This is an optimization exercise on Yosys and OpenROAD, whose aim is small area, not a production implementation.
RTL that was checked went through simulation tests only; none was proved equivalent to the original. The flow treats the clock pin as an ideal source, which a real chip does not have.

==> inputs of build 17 <==
// ws2812_apb_chain
module ws2812_apb_chain #(
  parameter int NUM_LEDS     = 24,
  parameter int BIT_CYCLES   = 125,
  parameter int T0H_CYCLES   = 40,
  parameter int T1H_CYCLES   = 80,
  parameter int RESET_CYCLES = 6000
) (
  input  logic        PCLK,
  input  logic        PRESET,
  input  logic        PSEL,
  input  logic        PENABLE,
  input  logic        PWRITE,
  input  logic [31:0] PADDR,
  input  logic [31:0] PWDATA,
  output logic [31:0] PRDATA,
  output logic        PREADY,
  output logic        PSLVERR,
  output logic        LED,
  output logic        FRAME_DONE
);
  localparam int N  = NUM_LEDS;
  localparam int CW = $clog2(BIT_CYCLES);
  localparam logic [CW-1:0] CMAX = CW'(BIT_CYCLES - 1);
  localparam logic [CW-1:0] CPRE = CW'(BIT_CYCLES - 2);
  localparam logic [CW-1:0] T0H  = CW'(T0H_CYCLES);
  localparam logic [CW-1:0] T1H  = CW'(T1H_CYCLES);
  localparam int NR = N / 4;
  logic [23:0]  d_q [N];
  logic [N-1:0] v_q;
  logic [1:0]   rot_q;
  logic          busy_q, lat_q, pend_q;
  logic [4:0]    np_q;       
  logic [4:0]    bit_q;      
  logic [CW-1:0] cyc_q;
  logic [23:0]   s_q;        
  logic          auto_q, done_q, led_q, fd_q;
  logic [9:0]  w;
  logic        acc, wr, rd, setw;
  logic        hit_pix, hit_ctrl, hit_stat;
  logic        start, cend, cpre, bnd, pb, need, ldb, fe, evt, early, cap;
  logic [4:0]  idx, midx;
  logic        men;
  logic [1:0]  rslot, wslot;
  logic [N-1:0] wp, sel;
  logic [23:0] rdat;
  logic        unused_ok;
  assign w        = PADDR[11:2];
  assign acc      = PSEL & PENABLE;
  assign wr       = acc & PWRITE;
  assign rd       = acc & ~PWRITE;
  assign setw     = PSEL & ~PENABLE & PWRITE;
  assign hit_pix  = (w[9:5] == 5'd0) & (w[4:0] < 5'(N));
  assign hit_ctrl = w == 10'h3FE;
  assign hit_stat = w == 10'h3FF;
  assign unused_ok = ^{PADDR[31:12], PADDR[1:0], PWDATA[31:24]};
  always_ff @(posedge PCLK)
    rot_q <= rot_q + 2'd1;
  assign wslot = w[1:0] + rot_q + 2'd1;
  always_comb
    for (int k = 0; k < N; k++)
      wp[k] = (k % 2 == 0) && PSEL && PWRITE && hit_pix &&
              w[4:2] == 3'(k / 4) && wslot == 2'(k % 4);
  always_ff @(posedge PCLK)
    for (int k = 0; k < N; k++)
      if (k % 4 == 0)
        d_q[k] <= ~(wp[k] ? ~PWDATA[23:0] : d_q[k + 3]);
      else if (k % 4 == 2)
        d_q[k] <= ~(wp[k] ? PWDATA[23:0] : d_q[k - 1]);
      else
        d_q[k] <= d_q[k - 1];
  ...
==> module ws2812_apb_chain, before the edit <==
module ws2812_apb_chain #(
  parameter int NUM_LEDS     = 24,
  parameter int BIT_CYCLES   = 125,
  parameter int T0H_CYCLES   = 40,
  parameter int T1H_CYCLES   = 80,
  parameter int RESET_CYCLES = 6000
) (
  input  logic        PCLK,
  input  logic        PRESET,
  input  logic        PSEL,
  input  logic        PENABLE,
  input  logic        PWRITE,
  input  logic [31:0] PADDR,
  input  logic [31:0] PWDATA,
  output logic [31:0] PRDATA,
  output logic        PREADY,
  output logic        PSLVERR,
  output logic        LED,
  output logic        FRAME_DONE
);
  localparam int N  = NUM_LEDS;
  localparam int CW = $clog2(BIT_CYCLES);
  localparam logic [CW-1:0] CMAX = CW'(BIT_CYCLES - 1);
  localparam logic [CW-1:0] CPRE = CW'(BIT_CYCLES - 2);
  localparam logic [CW-1:0] T0H  = CW'(T0H_CYCLES);
  localparam logic [CW-1:0] T1H  = CW'(T1H_CYCLES);
  localparam int NR = N / 4;
  logic [23:0]  d_q [N];
  logic [N-1:0] v_q;
  logic [1:0]   rot_q;
  logic          busy_q, lat_q, pend_q;
  logic [4:0]    np_q;       
  logic [4:0]    bit_q;      
  logic [CW-1:0] cyc_q;
  logic [23:0]   s_q;        
  logic          auto_q, done_q, led_q, fd_q;
  logic [9:0]  w;
  logic        acc, wr, rd, setw;
  logic        hit_pix, hit_ctrl, hit_stat;
  logic        start, cend, cpre, bnd, pb, need, ldb, fe, evt, early, cap;
  logic [4:0]  idx, midx;
  logic        men;
  logic [1:0]  rslot, wslot;
  logic [N-1:0] wp, sel;
  logic [23:0] rdat;
  logic        unused_ok;
  assign w        = PADDR[11:2];
  assign acc      = PSEL & PENABLE;
  assign wr       = acc & PWRITE;
  assign rd       = acc & ~PWRITE;
  assign setw     = PSEL & ~PENABLE & PWRITE;
  assign hit_pix  = (w[9:5] == 5'd0) & (w[4:0] < 5'(N));
  assign hit_ctrl = w == 10'h3FE;
  assign hit_stat = w == 10'h3FF;
  assign unused_ok = ^{PADDR[31:12], PADDR[1:0], PWDATA[31:24]};
  always_ff @(posedge PCLK)
    rot_q <= rot_q + 2'd1;
  assign wslot = w[1:0] + rot_q + 2'd1;
  always_comb
    for (int k = 0; k < N; k++)
      wp[k] = (k % 2 == 0) && PSEL && PWRITE && hit_pix &&
              w[4:2] == 3'(k / 4) && wslot == 2'(k % 4);
  always_ff @(posedge PCLK)
    for (int k = 0; k < N; k++)
      if (k % 4 == 0)
        d_q[k] <= ~(wp[k] ? ~PWDATA[23:0] : d_q[k + 3]);
      else if (k % 4 == 2)
        d_q[k] <= ~(wp[k] ? PWDATA[23:0] : d_q[k - 1]);
      else
        d_q[k] <= d_q[k - 1];
  always_ff @(posedge PCLK or posedge PRESET) begin
    if (PRESET) v_q <= '0;
    else
      for (int k = 0; k < N; k++)
        v_q[k] <= wp[k] | v_q[(k % 4 == 0) ? k + 3 : k - 1];
  end
  assign idx  = (busy_q & ~(lat_q & np_q[1])) ? np_q : 5'd0;
  assign midx = rd ? w[4:0] : idx;
  assign men  = ~rd | hit_pix;
  assign rslot = midx[1:0] + rot_q;
  always_comb
    for (int k = 0; k < N; k++)
      sel[k] = men && v_q[k] && midx[4:2] == 3'(k / 4) && rslot == 2'(k % 4);
  always_comb begin
    rdat = '0;
    for (int k = 0; k < N; k++)
      rdat = rdat | ({24{sel[k]}} & ((k % 4 >= 2) ? ~d_q[k] : d_q[k]));
  end
  assign PREADY  = 1'b1;
  assign PSLVERR = acc & ~(hit_pix | hit_ctrl | hit_stat);
  assign PRDATA  = {8'h00, rdat[23:2],
                    rdat[1:0] | (hit_ctrl ? {auto_q, 1'b0} :
                                 hit_stat ? {done_q, busy_q} : 2'b00)};
  assign LED        = led_q;
  assign FRAME_DONE = fd_q;
  assign start = ~busy_q & wr & hit_ctrl & PWDATA[0];
  assign cend  = cyc_q == CMAX;
  assign cpre  = cyc_q == CPRE;
  assign bnd   = busy_q & cend & (bit_q == 5'd0);
  assign pb    = busy_q & cpre & (bit_q == 5'd0);
  assign need  = lat_q ? (np_q[1] & auto_q) : (np_q != 5'(N));
  assign ldb   = bnd & need;
  assign fe    = bnd & lat_q & np_q[1];               
  assign evt   = start | ldb | pend_q;
  assign early = pb & need & setw;
  assign cap   = early | (evt & ~rd & ~(ldb & wr));
  always_ff @(posedge PCLK) begin
    if (cap) s_q <= rdat;
    if (!busy_q || cend) cyc_q <= '0;
    else                 cyc_q <= cyc_q + CW'(1);
    if (!busy_q)         bit_q <= 5'd23;
    else if (cend)       bit_q <= (bit_q == 5'd0) ? 5'd23 : bit_q - 5'd1;
    if (evt && !rd)      np_q <= idx + 5'd1;
    else if (fe)         np_q <= 5'd0;
    else if (bnd && (lat_q || np_q == 5'(N))) np_q <= np_q + 5'd1;
    pend_q <= (ldb | pend_q) & rd;
    if (!busy_q || fe)   lat_q <= 1'b0;
    else if (bnd && np_q == 5'(N)) lat_q <= 1'b1;
  end
  always_ff @(posedge PCLK or posedge PRESET) begin
    if (PRESET) begin
      busy_q <= 1'b0;
      auto_q <= 1'b0;
      done_q <= 1'b0;
      led_q  <= 1'b0;
      fd_q   <= 1'b0;
    end else begin
      if (start)           busy_q <= 1'b1;
      else if (fe && !auto_q) busy_q <= 1'b0;
      if (wr && hit_ctrl)  auto_q <= PWDATA[1];
      if (fe)              done_q <= 1'b1;
      else if (wr && hit_stat && PWDATA[1]) done_q <= 1'b0;
      led_q <= busy_q & ~lat_q & (cyc_q < (s_q[bit_q] ? T1H : T0H));
      fd_q  <= fe;
    end
  end
endmodule
export LEC_CHECK = 0
export ABC_AREA = 1
export CAP_MARGIN = 0
export CORE_MARGIN = 2
export CORE_UTILIZATION = 55
export CTS_BUF_LIST = sky130_fd_sc_hd__clkbuf_16
export CTS_CLUSTER_DIAMETER = 60
export CTS_CLUSTER_SIZE = 24
export PLACE_DENSITY = 0.65
export SLEW_MARGIN = 0
create_clock -name core_clock -period 10.0 [get_ports {PCLK}]
standard.sh (not shown) runs the stock make flow with config.mk's settings and CLKGATE_MAP_FILE= SYNTH_SCRIPT=/design/flow/synth_recipe.tcl, a recipe that flattens the netlist after the stock synthesis.
==> flow/flow/run.sh <==
#!/bin/bash
# Standard ORFS layout with an area-oriented ABC mapping script and small
# port buffers. Synthesis is the standard script (synth_recipe.tcl);
# only the ABC script it reads from SCRIPTS_DIR differs.
set -euo pipefail
here=$(pwd)
rm -rf "$here/scripts_mod"
cp -r "$FLOW_HOME/scripts" "$here/scripts_mod"
cp "$here/flow/abc_area.script" "$here/scripts_mod/abc_area.script"
cp "$here/flow/abc_area.script" "$here/scripts_mod/abc_speed.script"
bash standard.sh SCRIPTS_DIR="$here/scripts_mod" \
  BUFFER_PORTS_ARGS="-buffer_cell sky130_fd_sc_hd__buf_1" \
  finish > "$here/make_finish.log" 2>&1
==> flow/flow/abc_area.script <==
strash
&get -n
&st
&dch -f
&nf -R 1000
&put
topo
==> inputs of trial 78, as changes to build 17 <==
--- a/flow/design.v
+++ b/flow/design.v
@@ -27,5 +27,5 @@
   localparam int NR = N / 4;
   logic [23:0]  d_q [N];
-  logic [N-1:0] v_q;
+  logic         v_q;
   logic [1:0]   rot_q;
   logic          busy_q, lat_q, pend_q;
@@ -42,5 +42,6 @@
   logic        men;
   logic [1:0]  rslot, wslot;
-  logic [N-1:0] wp, sel;
+  logic [N-1:0] we, wd, sel;
+  logic         clr;
   logic [23:0] rdat;
   logic        unused_ok;
@@ -57,29 +58,30 @@
     rot_q <= rot_q + 2'd1;
   assign wslot = w[1:0] + rot_q + 2'd1;
+  assign clr   = ~v_q & PSEL & PWRITE & hit_pix;
   always_comb
-    for (int k = 0; k < N; k++)
-      wp[k] = (k % 2 == 0) && PSEL && PWRITE && hit_pix &&
+    for (int k = 0; k < N; k++) begin
+      wd[k] = (k % 2 == 0) && PSEL && PWRITE && hit_pix &&
               w[4:2] == 3'(k / 4) && wslot == 2'(k % 4);
+      we[k] = (k % 2 == 0) && (clr || wd[k]);
+    end
   always_ff @(posedge PCLK)
     for (int k = 0; k < N; k++)
       if (k % 4 == 0)
-        d_q[k] <= ~(wp[k] ? ~PWDATA[23:0] : d_q[k + 3]);
+        d_q[k] <= we[k] ? (wd[k] ? PWDATA[23:0] : 24'h000000) : ~d_q[k + 3];
       else if (k % 4 == 2)
-        d_q[k] <= ~(wp[k] ? PWDATA[23:0] : d_q[k - 1]);
+        d_q[k] <= we[k] ? (wd[k] ? ~PWDATA[23:0] : 24'hFFFFFF) : ~d_q[k - 1];
       else
         d_q[k] <= d_q[k - 1];
   always_ff @(posedge PCLK or posedge PRESET) begin
-    if (PRESET) v_q <= '0;
-    else
-      for (int k = 0; k < N; k++)
-        v_q[k] <= wp[k] | v_q[(k % 4 == 0) ? k + 3 : k - 1];
+    if (PRESET) v_q <= 1'b0;
+    else if (wr && hit_pix) v_q <= 1'b1;
   end
   assign idx  = (busy_q & ~(lat_q & np_q[1])) ? np_q : 5'd0;
   assign midx = rd ? w[4:0] : idx;
-  assign men  = ~rd | hit_pix;
+  assign men  = v_q & (~rd | hit_pix);
   assign rslot = midx[1:0] + rot_q;
   always_comb
     for (int k = 0; k < N; k++)
-      sel[k] = men && v_q[k] && midx[4:2] == 3'(k / 4) && rslot == 2'(k % 4);
+      sel[k] = men && midx[4:2] == 3'(k / 4) && rslot == 2'(k % 4);
   always_comb begin
     rdat = '0;
==> flow/flow/run.sh (replaced) <==
#!/bin/bash
# Standard ORFS layout (the standard.sh) with:
#  - an area-oriented ABC mapping script (synthesis script itself unchanged),
#  - buf_1 port buffers,
#  - clock tree: clkbuf_16 leaves over clusters of up to 32 sinks, no dummy loads.
set -euo pipefail
here=$(pwd)
rm -rf "$here/scripts_mod"
cp -r "$FLOW_HOME/scripts" "$here/scripts_mod"
cp "$here/flow/abc_area.script" "$here/scripts_mod/abc_area.script"
cp "$here/flow/abc_area.script" "$here/scripts_mod/abc_speed.script"
bash standard.sh SCRIPTS_DIR="$here/scripts_mod" \
  BUFFER_PORTS_ARGS="-buffer_cell sky130_fd_sc_hd__buf_1" \
  CTS_ARGS="-sink_clustering_enable -repair_clock_nets -dont_use_dummy_load -sink_clustering_size 32 -sink_clustering_max_diameter 80 -buf_list sky130_fd_sc_hd__clkbuf_16" \
  finish > "$here/make_finish.log" 2>&1
==> flow/flow/abc_area.script (replaced) <==
strash
&get -n
&st
&dch -f
&nf -R 1000
&put
strash
&get -n
&st
&dch -f
&nf -R 1000
&put
strash
&get -n
&st
&dch -f
&nf -R 1000
&put
topo
CORE_UTILIZATION = 80   (was 55)
CTS_BUF_LIST = default   (was sky130_fd_sc_hd__clkbuf_16)
CTS_CLUSTER_DIAMETER = default   (was 60)
CTS_CLUSTER_SIZE = default   (was 24)
PLACE_DENSITY = 0.88   (was 0.65)
==> inputs of trial 19, as changes to build 17 <==
--- a/flow/design.v
+++ b/flow/design.v
@@ -25,8 +25,7 @@
   localparam logic [CW-1:0] T0H  = CW'(T0H_CYCLES);
   localparam logic [CW-1:0] T1H  = CW'(T1H_CYCLES);
-  localparam int NR = N / 4;
   logic [23:0]  d_q [N];
   logic [N-1:0] v_q;
-  logic [1:0]   rot_q;
+  logic [4:0]   rot_q;
   logic          busy_q, lat_q, pend_q;
   logic [4:0]    np_q;       
@@ -41,6 +40,7 @@
   logic [4:0]  idx, midx;
   logic        men;
-  logic [1:0]  rslot, wslot;
-  logic [N-1:0] wp, sel;
+  logic [5:0]  rsum, wsum;
+  logic [4:0]  rpos, wpos;
+  logic [N-1:0] wp;
   logic [23:0] rdat;
   logic        unused_ok;
@@ -55,35 +55,28 @@
   assign unused_ok = ^{PADDR[31:12], PADDR[1:0], PWDATA[31:24]};
   always_ff @(posedge PCLK)
-    rot_q <= rot_q + 2'd1;
-  assign wslot = w[1:0] + rot_q + 2'd1;
+    rot_q <= (rot_q >= 5'(N - 1)) ? 5'd0 : rot_q + 5'd1;
+  assign wsum = {1'b0, w[4:0]} + {1'b0, rot_q} + 6'd1;
+  assign wpos = (wsum >= 6'(N)) ? 5'(wsum - 6'(N)) : wsum[4:0];
   always_comb
     for (int k = 0; k < N; k++)
-      wp[k] = (k % 2 == 0) && PSEL && PWRITE && hit_pix &&
-              w[4:2] == 3'(k / 4) && wslot == 2'(k % 4);
+      wp[k] = (k % 2 == 0) && PSEL && PWRITE && hit_pix && wpos == 5'(k);
   always_ff @(posedge PCLK)
     for (int k = 0; k < N; k++)
-      if (k % 4 == 0)
-        d_q[k] <= ~(wp[k] ? ~PWDATA[23:0] : d_q[k + 3]);
-      else if (k % 4 == 2)
-        d_q[k] <= ~(wp[k] ? PWDATA[23:0] : d_q[k - 1]);
-      else
-        d_q[k] <= d_q[k - 1];
+      d_q[k] <= wp[k] ? PWDATA[23:0] : d_q[(k + N - 1) % N];
   always_ff @(posedge PCLK or posedge PRESET) begin
     if (PRESET) v_q <= '0;
     else
       for (int k = 0; k < N; k++)
-        v_q[k] <= wp[k] | v_q[(k % 4 == 0) ? k + 3 : k - 1];
+        v_q[k] <= wp[k] | v_q[(k + N - 1) % N];
   end
   assign idx  = (busy_q & ~(lat_q & np_q[1])) ? np_q : 5'd0;
   assign midx = rd ? w[4:0] : idx;
   assign men  = ~rd | hit_pix;
-  assign rslot = midx[1:0] + rot_q;
-  always_comb
-    for (int k = 0; k < N; k++)
-      sel[k] = men && v_q[k] && midx[4:2] == 3'(k / 4) && rslot == 2'(k % 4);
+  assign rsum = {1'b0, midx} + {1'b0, rot_q};
+  assign rpos = (rsum >= 6'(N)) ? 5'(rsum - 6'(N)) : rsum[4:0];
   always_comb begin
     rdat = '0;
     for (int k = 0; k < N; k++)
-      rdat = rdat | ({24{sel[k]}} & ((k % 4 >= 2) ? ~d_q[k] : d_q[k]));
+      if (men && v_q[k] && rpos == 5'(k)) rdat = rdat | d_q[k];
   end
   assign PREADY  = 1'b1;
==> flow/run.sh (new file) <==
#!/bin/bash
# synth_recipe.tcl (not shown) runs the flow's synth.tcl, then flattens the netlist and writes it again
# the make line also repeats each setting of config.mk as NAME=value (left out here)
make -C /OpenROAD-flow-scripts/flow DESIGN_CONFIG=/design/flow/config.mk WORK_HOME=/design/flow/orfs CLKGATE_MAP_FILE= SYNTH_SCRIPT=/design/flow/synth_recipe.tcl finish
CTS_BUF_LIST = default   (was sky130_fd_sc_hd__clkbuf_16)
CTS_CLUSTER_DIAMETER = default   (was 60)
CTS_CLUSTER_SIZE = default   (was 24)
removed: flow/flow/run.sh
removed: flow/flow/abc_area.script
removed: flow/standard.sh
==> results.yml <==
status:
  status: "finished clean"
synth:
  synth_top_family_by_area: "compound AO/OA/AOI/OAI gates"
  syn_area_um2: 20400
  synth_most_common_cell: "dfxtp_1"
layout:
  fillers: 2965
  multi_input_area_share_pct: 30.1
  regArea_um2: 13400
floorplanning:
  dieArea_um2: 38600
  die_x_um: 197
  start_util_pct: 55.7
min_path:
  min_from: "d_q[14][0]"
cts:
  clk_pin_slew_ns: 0.09
  cts_sinks: 650
route:
  dr.max_layer_used: "met4"
setup_path:
  crit_end: "PRDATA[22]"
global_routing:
  grt_pass1_vias: 13300
  grt_max_degree: 50
placement:
  dp_cells: 2184
(the above is from build 17)
==> results.yml <==
min_path:
  min_from: "d_q[6][3]"
cts:
  cts_sinks: 627
layout:
  fillers: 1138
  multi_input_area_share_pct: 30.3
floorplanning:
  dieArea_um2: 25500
  start_util_pct: 82.1
  die_x_um: 160
global_routing:
  grt_max_degree: 33
  grt_pass1_vias: 15200
synth:
  synth_top_family_by_area: "compound AO/OA/AOI/OAI gates"
setup_path:
  crit_end: "PRDATA[22]"
placement:
  dp_cells: 2035
status:
  status: "finished clean"
(the above is from trial 78)
==> results.yml <==
status:
  status: "finished clean"
cts:
  clk_pin_slew_ns: 0.06
  cts_sinks: 653
layout:
  fillers: 3903
  regArea_um2: 13500
synth:
  syn_area_um2: 24100
  synth_most_common_cell: "nand2_1"
  synth_top_family_by_area: "simple AND/OR/NAND/NOR gates"
sta:
  tightest_slew_ns: 1.29
global_routing:
  grt_pass1_vias: 19500
  grt_max_degree: 50
setup_path:
  crit_end: "PRDATA[9]"
min_path:
  min_from: "d_q[22][1]"
floorplanning:
  start_util_pct: 55.8
  die_x_um: 213
route:
  dr.max_layer_used: "met5"
placement:
  dp_cells: 3542
(the above is from trial 19)
The RTL of trial 19 was laid out without a check of its function.

-- re-timing with driven ports --
The results above use ideal ports. As a check the final layouts listed here were re-extracted and re-timed, cells and wires unchanged.
Step 1 assumes that a clkbuf_16 drives the clock port and a buf_2 every other input.
Step 2 moves the port delays by t, midway between the first and last clock arrival at a register: inputs arrive t later, outputs are due t later. That takes back most of the time a late clock gives input paths.
a / b / c = ideal ports / drivers / drivers and shift; a / b = the first two.
| run | shift t [ns] | setup slack, ns | worst setup path after step 2 |
|---|---|---|---|
| build 17 | 0.597 | 0.660 / 0.637 / 0.637 | input to output |
| trial 78 | 0.608 | 0.590 / 0.569 / 0.569 | input to output |
| trial 19 | 0.636 | 0.801 / 0.772 / 0.772 | input to output |
After both steps setup and hold are still met in every run listed. For trial 19, which loses most, drivers alone change the setup slack by -0.029 ns; drivers and shift together by -0.029 ns.
